Background: an optimization exercise with open tools, aiming at small area. Do not read the settings as production practice. Only simulation tests tie the RTL to the original design; equivalence was not proved. No driver is modelled on the clock port, so clocking that relies on it looks cheaper here than on a real chip.

==> flow/design.v <==
package gdo_pkg;
    localparam int GDO_DATA_SIZE = 16;
    localparam int GDO_SIZE      = 3;
    typedef logic signed [GDO_DATA_SIZE-1:0]  elem_t;
    typedef logic signed [GDO_DATA_SIZE:0]    wide_t;
    typedef logic [GDO_DATA_SIZE*GDO_SIZE-1:0] row_t;
    typedef enum logic [1:0] {
        ST_IDLE,
        ST_APPLY,
        ST_READ
    } state_e;
    function automatic elem_t gdo_sat_add_c(input elem_t a, input elem_t b, input logic cin);
        elem_t s;
        logic  c, c_top, ovf, force1, force0;
        c = cin;
        c_top = 1'b0;
        for (int i = 0; i < GDO_DATA_SIZE; i++) begin
            s[i] = a[i] ^ b[i] ^ c;
            if (i == GDO_DATA_SIZE-1)
                c_top = c;
            c = (a[i] & b[i]) | (a[i] & c) | (b[i] & c);
        end
        ovf   = c ^ c_top;
        force1 = ovf &  s[GDO_DATA_SIZE-1];
        force0 = ovf & ~s[GDO_DATA_SIZE-1];
        gdo_sat_add_c = (s | {1'b0, {(GDO_DATA_SIZE-1){force1}}}) & ~{force1, {(GDO_DATA_SIZE-1){force0}}};
        gdo_sat_add_c[GDO_DATA_SIZE-1] = (s[GDO_DATA_SIZE-1] | force0) & ~force1;
    endfunction
    function automatic elem_t gdo_sat_add(input elem_t a, input elem_t b);
        gdo_sat_add = gdo_sat_add_c(a, b, 1'b0);
    endfunction
    function automatic elem_t gdo_shift_sub(input elem_t w, input elem_t g, input integer sh);
        elem_t gs;
        gs = g >>> sh;
        gdo_shift_sub = gdo_sat_add_c(w, ~gs, 1'b1);
    endfunction
    function automatic elem_t gdo_lane(input row_t r, input integer j);
        gdo_lane = r[(GDO_SIZE-j)*GDO_DATA_SIZE-1 -: GDO_DATA_SIZE];
    endfunction
endpackage
module weight_row_lane #(
    parameter int ROWS     = 3,
    parameter int LR_SHIFT = 4
) (
    input  logic [gdo_pkg::GDO_DATA_SIZE-1:0]      acc_grad_i,
    input  logic [gdo_pkg::GDO_DATA_SIZE-1:0]      acc_beat_i,
    output logic [gdo_pkg::GDO_DATA_SIZE-1:0]      acc_grad_o,
    input  logic [ROWS*gdo_pkg::GDO_DATA_SIZE-1:0] apply_weight_i,
    input  logic [ROWS*gdo_pkg::GDO_DATA_SIZE-1:0] apply_grad_i,
    output logic [ROWS*gdo_pkg::GDO_DATA_SIZE-1:0] apply_weight_o
);
    assign acc_grad_o = gdo_pkg::gdo_sat_add(acc_grad_i, acc_beat_i);
    generate
        for (genvar gi = 0; gi < ROWS; gi++) begin : g_row
            logic [gdo_pkg::GDO_DATA_SIZE-1:0] g;
            assign g = apply_grad_i[gi*gdo_pkg::GDO_DATA_SIZE +: gdo_pkg::GDO_DATA_SIZE];
            assign apply_weight_o[gi*gdo_pkg::GDO_DATA_SIZE +: gdo_pkg::GDO_DATA_SIZE] =
                ~gdo_pkg::gdo_sat_add_c(~apply_weight_i[gi*gdo_pkg::GDO_DATA_SIZE +: gdo_pkg::GDO_DATA_SIZE],
                                        {{LR_SHIFT{g[gdo_pkg::GDO_DATA_SIZE-1]}}, g[gdo_pkg::GDO_DATA_SIZE-1:LR_SHIFT]},
                                        1'b0);
        end
    endgenerate
endmodule
module weight_update_stack #(
    parameter int data_size      = gdo_pkg::GDO_DATA_SIZE,
    parameter int size           = gdo_pkg::GDO_SIZE,
    parameter int max_layer_size = 4,
    parameter int lr_shift       = 4
) (
    input  logic                        clk,
    input  logic                        reset,
    input  logic [data_size*size-1:0]   dc_dw_stream,
    input  logic                        dc_dw_valid,
    input  logic [31:0]                 dc_dw_layer_index,
    input  logic                        batch_end,
    input  logic                        read_req,
    input  logic [31:0]                 read_layer_index,
    input  logic                        wr_en,
    input  logic [31:0]                 wr_layer,
    input  logic [31:0]                 wr_row,
    input  logic [data_size*size-1:0]   wr_data,
    output logic                        ready,
    output logic [data_size*size-1:0]   weight_stream,
    output logic                        weight_valid,
    output logic [31:0]                 weight_row,
    output logic                        drop_err
);
    localparam int NL = max_layer_size;
    localparam int LW = (NL > 1) ? $clog2(NL) : 1;
    localparam int RW = 2;
    localparam int DW = data_size;
    localparam int ROW_BITS   = size * DW;
    localparam int LAYER_BITS = size * ROW_BITS;
    localparam int STORE_BITS = NL * LAYER_BITS;
    logic [STORE_BITS-1:0] weight_q;
    logic [STORE_BITS-1:0] grad_q;
    logic [NL*RW-1:0]      row_cnt_q;
    logic          ready_q;    
    logic          rd_q;       
    logic [RW-1:0] cnt_q;      
    logic [LW-1:0] rl_q;       
    logic          drop_err_q;
    logic busy_apply, busy_read;
    assign busy_apply = !ready_q && !rd_q;
    assign busy_read  = !ready_q &&  rd_q;
    logic acc_ok, wr_ok, rd_ok;
    assign acc_ok = dc_dw_layer_index < 32'(NL);
    assign wr_ok  = (wr_layer < 32'(NL)) && (wr_row < 32'(size));
    assign rd_ok  = read_layer_index < 32'(NL);
    logic go_apply, go_read, do_wr, do_acc, drop_d;
    assign go_apply = ready_q && batch_end;
    assign go_read  = ready_q && !batch_end && read_req && rd_ok;
    assign do_wr    = ready_q && !batch_end && !read_req && wr_en && wr_ok;
    assign do_acc   = ready_q && !batch_end && !read_req && !wr_en && dc_dw_valid && acc_ok;
    assign drop_d   = ready_q ? ((batch_end || read_req || wr_en) ? (dc_dw_valid || wr_en) && !(!batch_end && !read_req && !dc_dw_valid)
                                                                 || (!batch_end && read_req && !rd_ok)
                                                                 || (!batch_end && !read_req && !wr_ok)
                                                              : (dc_dw_valid && !acc_ok))
                              : (dc_dw_valid || wr_en);
    logic [LW-1:0] acc_layer;
    logic [NL-1:0] wsel, gsel;
    logic          wsel_wr;
    assign acc_layer = dc_dw_layer_index[LW-1:0];
    assign wsel_wr   = !reset && ready_q;
    always_comb begin
        for (int l = 0; l < NL; l++) begin
            wsel[l] = !reset && !ready_q && (cnt_q == LW'(l) && !rd_q || rl_q == LW'(l) && rd_q);
            gsel[l] = !reset && (busy_apply ? (cnt_q == LW'(l)) : (!wr_en && acc_layer == LW'(l)));
        end
    end
    logic [LAYER_BITS-1:0] wlayer, glayer;
    always_comb begin
        wlayer = '0;
        glayer = '0;
        for (int l = 0; l < NL; l++) begin
            wlayer = wlayer | (weight_q[l*LAYER_BITS +: LAYER_BITS] & {LAYER_BITS{wsel[l]}});
            glayer = glayer | (grad_q[l*LAYER_BITS +: LAYER_BITS]   & {LAYER_BITS{gsel[l]}});
        end
        for (int r = 0; r < size; r++)
            for (int j = 0; j < size; j++)
                wlayer[(r*size + j)*DW +: DW] = wlayer[(r*size + j)*DW +: DW]
                                              | (wr_data[(size-1-j)*DW +: DW] & {DW{wsel_wr}});
    end
    logic [RW-1:0] acc_row;
    assign acc_row = row_cnt_q[acc_layer*RW +: RW];
    logic [ROW_BITS-1:0] acc_grad_row, read_row;
    always_comb begin
        acc_grad_row = '0;
        read_row     = '0;
        for (int r = 0; r < size; r++) begin
            acc_grad_row = acc_grad_row | (glayer[r*ROW_BITS +: ROW_BITS] & {ROW_BITS{acc_row == RW'(r)}});
            read_row     = read_row     | (wlayer[r*ROW_BITS +: ROW_BITS] & {ROW_BITS{cnt_q == RW'(r)}});
        end
    end
    logic [ROW_BITS-1:0]   grad_acc;       
    logic [LAYER_BITS-1:0] weight_apply;   
    generate
        for (genvar gi = 0; gi < size; gi++) begin : g_lane
            logic [size*DW-1:0] col_weight;
            logic [size*DW-1:0] col_grad;
            logic [size*DW-1:0] col_new;
            for (genvar gr = 0; gr < size; gr++) begin : g_col
                assign col_weight[gr*DW +: DW] = wlayer[(gr*size + gi)*DW +: DW];
                assign col_grad[gr*DW +: DW]   = glayer[(gr*size + gi)*DW +: DW];
                assign weight_apply[(gr*size + gi)*DW +: DW] = col_new[gr*DW +: DW];
            end
            weight_row_lane #(
                .ROWS     (size),
                .LR_SHIFT (lr_shift)
            ) u_lane (
                .acc_grad_i     (acc_grad_row[gi*DW +: DW]),
                .acc_beat_i     (dc_dw_stream[(size-1-gi)*DW +: DW]),
                .acc_grad_o     (grad_acc[gi*DW +: DW]),
                .apply_weight_i (col_weight),
                .apply_grad_i   (col_grad),
                .apply_weight_o (col_new)
            );
        end
    endgenerate
    logic [LAYER_BITS-1:0] wbus;
    logic [ROW_BITS-1:0]   gbus;
    assign wbus = weight_apply;
    assign gbus = grad_acc & {ROW_BITS{do_acc && !reset}};
    logic [NL*size-1:0] wen, gen;
    always_comb begin
        for (int l = 0; l < NL; l++) begin
            for (int r = 0; r < size; r++) begin
                wen[l*size + r] = reset || (busy_apply && cnt_q == LW'(l))
                               || (do_wr && wr_layer[LW-1:0] == LW'(l) && wr_row[RW-1:0] == RW'(r));
                gen[l*size + r] = reset || (busy_apply && cnt_q == LW'(l))
                               || (do_acc && acc_layer == LW'(l) && acc_row == RW'(r));
            end
        end
    end
    generate
        for (genvar gl = 0; gl < NL; gl++) begin : g_layer
            for (genvar gr = 0; gr < size; gr++) begin : g_row
                always_ff @(posedge clk) begin
                    if (wen[gl*size + gr])
                        weight_q[(gl*size + gr)*ROW_BITS +: ROW_BITS] <= wbus[gr*ROW_BITS +: ROW_BITS];
                    if (gen[gl*size + gr])
                        grad_q[(gl*size + gr)*ROW_BITS +: ROW_BITS] <= gbus;
                end
            end
        end
    endgenerate
    always_ff @(posedge clk) begin
        if (reset) begin
            ready_q    <= 1'b1;
            rd_q       <= 1'b0;
            cnt_q      <= '0;
            rl_q       <= '0;
            drop_err_q <= 1'b0;
            row_cnt_q  <= '0;
        end else begin
            if (drop_d)
                drop_err_q <= 1'b1;
            if (ready_q) begin
                cnt_q <= '0;
                if (go_apply) begin
                    ready_q <= 1'b0;
                    rd_q    <= 1'b0;
                end else if (go_read) begin
                    ready_q <= 1'b0;
                    rd_q    <= 1'b1;
                    rl_q    <= read_layer_index[LW-1:0];
                end
            end else begin
                cnt_q <= cnt_q + RW'(1);
                if (rd_q ? (cnt_q == RW'(size - 1)) : (cnt_q == RW'(NL - 1))) begin
                    ready_q <= 1'b1;
                    cnt_q   <= '0;
                end
            end
            if (busy_apply)
                row_cnt_q <= '0;
            else if (do_acc)
                row_cnt_q[acc_layer*RW +: RW] <= (acc_row == RW'(size - 1)) ? '0 : acc_row + RW'(1);
        end
    end
    assign ready         = ready_q;
    assign weight_valid  = busy_read;
    generate
        for (genvar gj = 0; gj < size; gj++) begin : g_out
            assign weight_stream[(size-1-gj)*DW +: DW] = read_row[gj*DW +: DW];
        end
    endgenerate
    assign weight_row    = {{(32-RW){1'b0}}, cnt_q};
    assign drop_err      = drop_err_q;
endmodule
==> flow/config.mk <==
export PLATFORM = sky130hd
export DESIGN_NAME = weight_update_stack
export DESIGN_NICKNAME = weight_update_stack
export VERILOG_FILES = /design/flow/design.v
export SDC_FILE = /design/flow/constraint.sdc
export NUM_CORES = 4
export LEC_CHECK = 0
export CAP_MARGIN = 5
export CELL_PAD_IN_SITES_DETAIL_PLACEMENT = 0
export CELL_PAD_IN_SITES_GLOBAL_PLACEMENT = 1
export CORE_MARGIN = 2
export CORE_UTILIZATION = 65
export PLACE_DENSITY = 0.75
export SLEW_MARGIN = 5
==> flow/constraint.sdc <==
create_clock -name core_clock -period 12.0 [get_ports {clk}]
set_input_delay 2.4000 -clock core_clock [delete_from_list [all_inputs] [get_ports {clk}]]
set_output_delay 2.4000 -clock core_clock [all_outputs]
set_load 0.01 [all_outputs]
standard.sh (not shown) runs the stock make flow with config.mk's settings and CLKGATE_MAP_FILE= SYNTH_SCRIPT=/design/flow/synth_recipe.tcl, a recipe that flattens the netlist after the stock synthesis.
==> flow/flow/run.sh <==
#!/bin/bash
set -euo pipefail
export BUFFER_PORTS_ARGS="-buffer_cell sky130_fd_sc_hd__buf_1"
export CTS_ARGS="-sink_clustering_enable -repair_clock_nets -sink_clustering_size 30 -sink_clustering_max_diameter 120 -dont_use_dummy_load"
bash standard.sh > standard.log 2>&1
The starting point finished with timing, DRC and antenna clean.
Edit:
--- a/flow/design.v
+++ b/flow/design.v
@@ -52,12 +52,9 @@
     assign acc_grad_o = gdo_pkg::gdo_sat_add(acc_grad_i, acc_beat_i);
     generate
         for (genvar gi = 0; gi < ROWS; gi++) begin : g_row
-            logic [gdo_pkg::GDO_DATA_SIZE-1:0] g;
-            assign g = apply_grad_i[gi*gdo_pkg::GDO_DATA_SIZE +: gdo_pkg::GDO_DATA_SIZE];
             assign apply_weight_o[gi*gdo_pkg::GDO_DATA_SIZE +: gdo_pkg::GDO_DATA_SIZE] =
-                ~gdo_pkg::gdo_sat_add_c(~apply_weight_i[gi*gdo_pkg::GDO_DATA_SIZE +: gdo_pkg::GDO_DATA_SIZE],
-                                        {{LR_SHIFT{g[gdo_pkg::GDO_DATA_SIZE-1]}}, g[gdo_pkg::GDO_DATA_SIZE-1:LR_SHIFT]},
-                                        1'b0);
+                gdo_pkg::gdo_shift_sub(apply_weight_i[gi*gdo_pkg::GDO_DATA_SIZE +: gdo_pkg::GDO_DATA_SIZE],
+                              apply_grad_i[gi*gdo_pkg::GDO_DATA_SIZE +: gdo_pkg::GDO_DATA_SIZE], LR_SHIFT);
         end
     endgenerate
 endmodule
Result:
- setup slack improves by 0.024 ns
- design area stays flat
- wire length went down by 1.4%
- via count decreases by about 0.5%
- utilization is about the same
- first-iteration DRC count shrinks by 9.7%
- maximum frequency is about the same
- synthesized area is about the same
- synthesized cell count barely changes

[re-timing with driven ports]
The flow's constraints put no driver on any port. The routed layouts listed below were extracted and timed again, unchanged, in two steps.
Step 1: set_driving_cell puts a clkbuf_16 on clk and a buf_2 on each other input, an assumption about the parent block.
Step 2, shift: input delay + t, output delay - t, t = (earliest + latest rising clock arrival at the registers) / 2. This alone moves slack from input paths to output paths.
a / b / c = ideal / step 1 / step 2; a / b = the first two.
| run | shift t [ns] | setup WS [ns] | hold slack, ns | worst setup path after step 2 | worst register clock-pin slew, ns |
|---|---|---|---|---|---|
| the first run | 0.697 | 0.232 / 0.280 / -0.417 | 0.534 / 0.534 / 0.534 | input to register | 0.12 / 0.12 |
| the second run | 0.685 | 0.256 / 0.296 / -0.390 | 0.530 / 0.530 / 0.530 | input to register | 0.12 / 0.12 |
Met with ideal ports but missed after step 2: setup timing in the first run and the second run. For the first run, which loses most, drivers alone change the setup slack by +0.048 ns; drivers and shift together by -0.649 ns.
